This design comes from an exercise in tuning for small area, a short achievable clock period and few clock cycles per item on the open sky130 flow, not from production work. In this exercise RTL edits were held to simulation tests only and were not proved equivalent to the original.

run a:
==> module xdrop_aligner, before the edit <==
module xdrop_aligner (
    input  wire clk,
    input  wire rst,
    input  wire start,
    input  wire complement_ref,
    input  wire complement_query,
    input  wire signed [9:0] match,
    input  wire signed [9:0] mismatch,
    input  wire signed [9:0] n_score,
    input  wire signed [9:0] gap_open,
    input  wire signed [9:0] gap_extend,
    input  wire signed [9:0] xdrop,
    input  wire [7:0] ref_len,
    input  wire [7:0] query_len,
    input  wire [7:0] ref_data,
    input  wire [7:0] query_data,
    output wire [7:0] ref_addr,
    output wire [7:0] query_addr,
    output wire busy,
    output wire done,
    output wire xdropped,
    output wire signed [9:0] max_score,
    output wire [7:0] max_ref_idx,
    output wire [7:0] max_query_idx
);
    localparam integer NUM_PE = 16;
    localparam integer PIPE = 0;
    reg signed [5:0] p_match;
    reg signed [5:0] p_mismatch;
    reg signed [5:0] p_n_score;
    reg signed [5:0] p_gap_open;
    reg signed [5:0] p_gap_extend;
    reg [8:0] p_xdrop;
    reg [7:0] p_ref_len;
    reg [4:0] p_query_len;
    always @(posedge clk) begin
        p_match <= match[5:0];
        p_mismatch <= mismatch[5:0];
        p_n_score <= n_score[5:0];
        p_gap_open <= gap_open[5:0];
        p_gap_extend <= gap_extend[5:0];
        p_xdrop <= xdrop[8:0];
        p_ref_len <= ref_len;
        p_query_len <= query_len[4:0];
    end
    wire go;
    wire run;
    reg first;
    reg [7:0] diag_cnt;
    wire [2:0] tok0;
    wire [2:0] q_code;
    wire [4:0] qa;
    wire [NUM_PE*10-1:0] h_col;
    wire [NUM_PE-1:0] cell_valid;
    wire [NUM_PE-1:0] next_valid;
    wire [9:0] best;
    wire [4:0] best_query;
    assign run = busy & ~done;
    always @(posedge clk) begin
        first <= go;
        diag_cnt <= go ? (PIPE ? 8'hff : 8'h00) : diag_cnt + 1'b1;
    end
    align_fsm u_fsm (
        .clk(clk), .rst(rst), .start(start), .done(done),
        .go(go), .busy(busy)
    );
    stream_counter u_cnt (
        .clk(clk), .rst(rst), .go(go), .run(run),
        .complement_ref(complement_ref), .complement_query(complement_query),
        .ref_len(p_ref_len), .query_len(p_query_len),
        .ref_data(ref_data), .query_data(query_data),
        .ref_addr(ref_addr), .query_addr(qa),
        .tok0(tok0), .q_code(q_code)
    );
    assign query_addr = {3'b000, qa};
    pe_array #(.NUM_PE(NUM_PE)) u_array (
        .clk(clk), .flush(~busy), .first(first),
        .p_match(p_match), .p_mismatch(p_mismatch), .p_n_score(p_n_score),
        .p_gap_open(p_gap_open), .p_gap_extend(p_gap_extend),
        .q_code(q_code), .tok0(tok0), .h0_init(go),
        .h_col(h_col), .cell_valid(cell_valid), .next_valid(next_valid)
    );
    max_tracker #(.NUM_PE(NUM_PE), .PIPE(PIPE)) u_max (
        .clk(clk), .rst(rst), .init(go), .busy(busy),
        .xdrop(p_xdrop), .diag_cnt(diag_cnt),
        .h_col(h_col), .cell_valid(cell_valid), .next_valid(next_valid),
        .done(done), .xdrop_hit(xdropped),
        .best(best), .best_ref(max_ref_idx), .best_query(best_query)
    );
    assign max_score = {best[9:8] - 2'd1, best[7:0]};
    assign max_query_idx = {3'b000, best_query};
endmodule
Settings: LEC_CHECK=0, CAP_MARGIN=20, CORE_MARGIN=2, CORE_UTILIZATION=40, SLEW_MARGIN=20; clock period 11.5 ns.
run.sh (not shown) runs the stock make flow with config.mk's settings and CLKGATE_MAP_FILE= SYNTH_SCRIPT=/design/flow/synth_recipe.tcl, a recipe that flattens the netlist after the stock synthesis.
Looking at the reports, run a completed the entire flow and the layout it produced met the timing, design-rule and antenna checks.
Testbench counts of run a, summed over its fixed seeds: cycles 10,986, alignments 320.
Modified inputs, run b compared to run a
--- a/flow/design.v
+++ b/flow/design.v
@@ -377,7 +377,7 @@
     output wire [7:0] max_query_idx
 );
     localparam integer NUM_PE = 16;
-    localparam integer PIPE = 0;
+    localparam integer PIPE = 1;
     reg signed [5:0] p_match;
     reg signed [5:0] p_mismatch;
     reg signed [5:0] p_n_score;
==> comparison <==
- Run a has higher global-route track usage on met3 than run b.
- Compared with run a, run b shows average vias per placed instance that has gone down slightly.
- Lower worst hold-check slack goes to run b over run a.
- Per the comparison of run b with run a, cell area after layout now sits higher, number of multi-input combinational cells in the layout did not really move, post-route clock period utilization fell 5.8 points, number of cells in the finished layout apart from fillers went up.
- Cmp run b and run a / met1 wire length / higher: run b
Testbench counts of run b, summed over its fixed seeds: cycles 11,306, alignments 320.

* * *

Another version of the RTL of xdrop_aligner (not shown whole).
Size in the first run: about 1200 flip-flops, ~140 I/O pins, roughly 0.14 sq mm of cells after synthesis.
==> module pe_array, before the edit <==
module pe_array #(
    parameter integer NUM_PE = 16
) (
    input  wire clk,
    input  wire flush,
    input  wire h0_init,
    input  wire h0_first,
    input  wire signed [5:0] p_match,
    input  wire signed [5:0] p_mismatch,
    input  wire signed [5:0] p_n_score,
    input  wire signed [5:0] p_gap_open,
    input  wire signed [5:0] p_gap_extend,
    input  wire [2:0] q_code,
    input  wire [2:0] tok0,
    input  wire col0_0,
    input  wire [2:0] tok0_next,
    input  wire [2:0] tok0_next2,
    input  wire col0_pre,
    output wire [NUM_PE*10-1:0] h_col,
    output wire [NUM_PE-1:0] cell_valid,
    output wire [NUM_PE-1:0] next_valid
);
    function [9:0] sat_add;
        input [9:0] a;
        input signed [5:0] b;
        reg [10:0] sum;
        begin
            sum = {1'b0, a} + {{5{b[5]}}, b};
            sat_add = sum[10] ? 10'd0 : sum[9:0];
        end
    endfunction
    reg [9:0] h0;
    reg [9:0] a0;
    always @(posedge clk) begin
        h0 <= h0_init ? 10'd256 : sat_add(h0, h0_first ? p_gap_open : p_gap_extend);
        a0 <= h0_init ? sat_add(10'd256, p_gap_open) :
              sat_add(a0, h0_first ? p_gap_open : p_gap_extend);
    end
    localparam integer NUM_GRP = (NUM_PE + 3) / 4;
    reg [11:0] sc [0:NUM_GRP];
    integer gi;
    always @(*) begin
        sc[0] = {p_gap_open, p_gap_extend};
    end
    always @(posedge clk) begin
        for (gi = 0; gi < NUM_GRP; gi = gi + 1) begin
            sc[gi+1] <= sc[gi];
        end
    end
    wire [3*(NUM_PE+3)-1:0] l_tok;
    wire [NUM_PE+1:0] l_col0;
    wire [10*(NUM_PE+1)-1:0] l_h;
    wire [10*(NUM_PE+1)-1:0] l_a;
    wire [10*(NUM_PE+1)-1:0] l_a_go;
    wire [10*(NUM_PE+1)-1:0] l_a_ge;
    wire [10*(NUM_PE+1)-1:0] l_e;
    assign l_tok[2:0] = tok0_next2;
    assign l_tok[5:3] = tok0_next;
    assign l_tok[8:6] = tok0;
    assign l_col0[0] = col0_pre;
    assign l_col0[1] = col0_0;
    assign l_h[9:0] = h0;
    assign l_a[9:0] = a0;
    assign l_a_go[9:0] = sat_add(a0, p_gap_open);
    assign l_a_ge[9:0] = sat_add(a0, p_gap_extend);
    assign l_e[9:0] = 10'd0;
    genvar k;
    generate
        for (k = 0; k < NUM_PE; k = k + 1) begin : g_pe
            pe #(.ROW(k)) u_pe (
                .clk(clk), .flush(flush),
                .p_match(p_match), .p_mismatch(p_mismatch), .p_n_score(p_n_score),
                .p_gap_open(sc[k/4+1][11:6]), .p_gap_extend(sc[k/4+1][5:0]),
                .q_code(q_code),
                .up_tok(l_tok[3*(k+2) +: 3]),
                .up_col0(l_col0[k+1]),
                .col0(l_col0[k+2]),
                .next_tok(l_tok[3*(k+1) +: 3]),
                .next2_tok(l_tok[3*k +: 3]),
                .col0_next(l_col0[k]),
                .up_h(l_h[10*k +: 10]),
                .up_a(l_a[10*k +: 10]),
                .up_a_go(l_a_go[10*k +: 10]),
                .up_a_ge(l_a_ge[10*k +: 10]),
                .up_e(l_e[10*k +: 10]),
                .tok(l_tok[3*(k+3) +: 3]),
                .h(l_h[10*(k+1) +: 10]),
                .a(l_a[10*(k+1) +: 10]),
                .a_go(l_a_go[10*(k+1) +: 10]),
                .a_ge(l_a_ge[10*(k+1) +: 10]),
                .e(l_e[10*(k+1) +: 10]),
                .cell_valid(cell_valid[k]),
                .next_valid(next_valid[k])
            );
            assign h_col[10*k +: 10] = l_h[10*(k+1) +: 10];
        end
    endgenerate
endmodule
Settings: LEC_CHECK=0, CAP_MARGIN=20, CORE_MARGIN=2, CORE_UTILIZATION=40, SLEW_MARGIN=20; clock period 11.5 ns.
standard.sh (not shown) runs the stock make flow with config.mk's settings and CLKGATE_MAP_FILE= SYNTH_SCRIPT=/design/flow/synth_recipe.tcl, a recipe that flattens the netlist after the stock synthesis.
==> flow/flow/run.sh <==
#!/bin/bash
set -euo pipefail
bash standard.sh SETUP_SLACK_MARGIN=7.5 finish > standard_flow.log 2>&1
The starting point passed the timing, design-rule and antenna checks.
Testbench counts at the start, summed over its fixed seeds: cycles 11,946, alignments 320.
==> next run, changes <==
--- a/flow/design.v
+++ b/flow/design.v
@@ -235,8 +235,8 @@
     end
     localparam integer NUM_GRP = (NUM_PE + 3) / 4;
-    reg [11:0] sc [0:NUM_GRP];
+    reg [29:0] sc [0:NUM_GRP];
     integer gi;
     always @(*) begin
-        sc[0] = {p_gap_open, p_gap_extend};
+        sc[0] = {p_match, p_mismatch, p_n_score, p_gap_open, p_gap_extend};
     end
     always @(posedge clk) begin
@@ -267,5 +267,6 @@
             pe #(.ROW(k)) u_pe (
                 .clk(clk), .flush(flush),
-                .p_match(p_match), .p_mismatch(p_mismatch), .p_n_score(p_n_score),
+                .p_match(sc[k/4+1][29:24]), .p_mismatch(sc[k/4+1][23:18]),
+                .p_n_score(sc[k/4+1][17:12]),
                 .p_gap_open(sc[k/4+1][11:6]), .p_gap_extend(sc[k/4+1][5:0]),
                 .q_code(q_code),
=>
- final area shrinks by 0.72%
- maximum frequency went up by 2.1%
- wire length is lower by 4.0%
- utilization barely changes
- die area fell by 0.75%
- non-clock buffer count drops by 19
- first-iteration DRC count falls by 2.8%
- synthesized area decreases by 0.75%
- clock skew is higher by 0.060 ns
- clock-buffer cell count goes up by 8
Testbench counts after the change, summed over its fixed seeds: cycles 11,946, alignments 320.

## port drivers added, routing unchanged
How much do the figures lean on ideal ports? The routed layouts below were timed once more, with nothing changed but the port constraints.
Step 1, drivers: a clkbuf_16 drives clk and a buf_2 each remaining input, both assumed.
Step 2 moves the port delays by t, midway between the first and last clock arrival at a register: inputs arrive t later, outputs are due t later. That takes back most of the time a late clock gives input paths.
Slacks: ideal ports / drivers / drivers and shift; pairs: ideal ports / drivers.
run | t, ns | slack for setup (ns) | hold slack, ns | clock arrival spread, ns | slew at the worst register clock pin (ns)
run a | 0.855 | 0.741 / 0.741 / 0.741 | 0.388 / 0.388 / 0.388 | 0.051 / 0.051 | 0.07 / 0.07
run b | 0.871 | 1.411 / 1.411 / 1.411 | 0.382 / 0.382 / 0.382 | 0.062 / 0.062 | 0.07 / 0.07
the first run of note 2 | 0.967 | 7.458 / 7.353 / 7.455 | 0.348 / 0.348 / 0.348 | 0.044 / 0.044 | 0.07 / 0.07
the second run of note 2 | 0.965 | 7.542 / 7.486 / 7.288 | 0.335 / 0.335 / 0.335 | 0.115 / 0.115 | 0.08 / 0.08
After both steps every run listed still meets setup and hold. The setup slack of the second run of note 2, which loses most, moves by -0.056 ns with the drivers and by -0.254 ns with both steps.
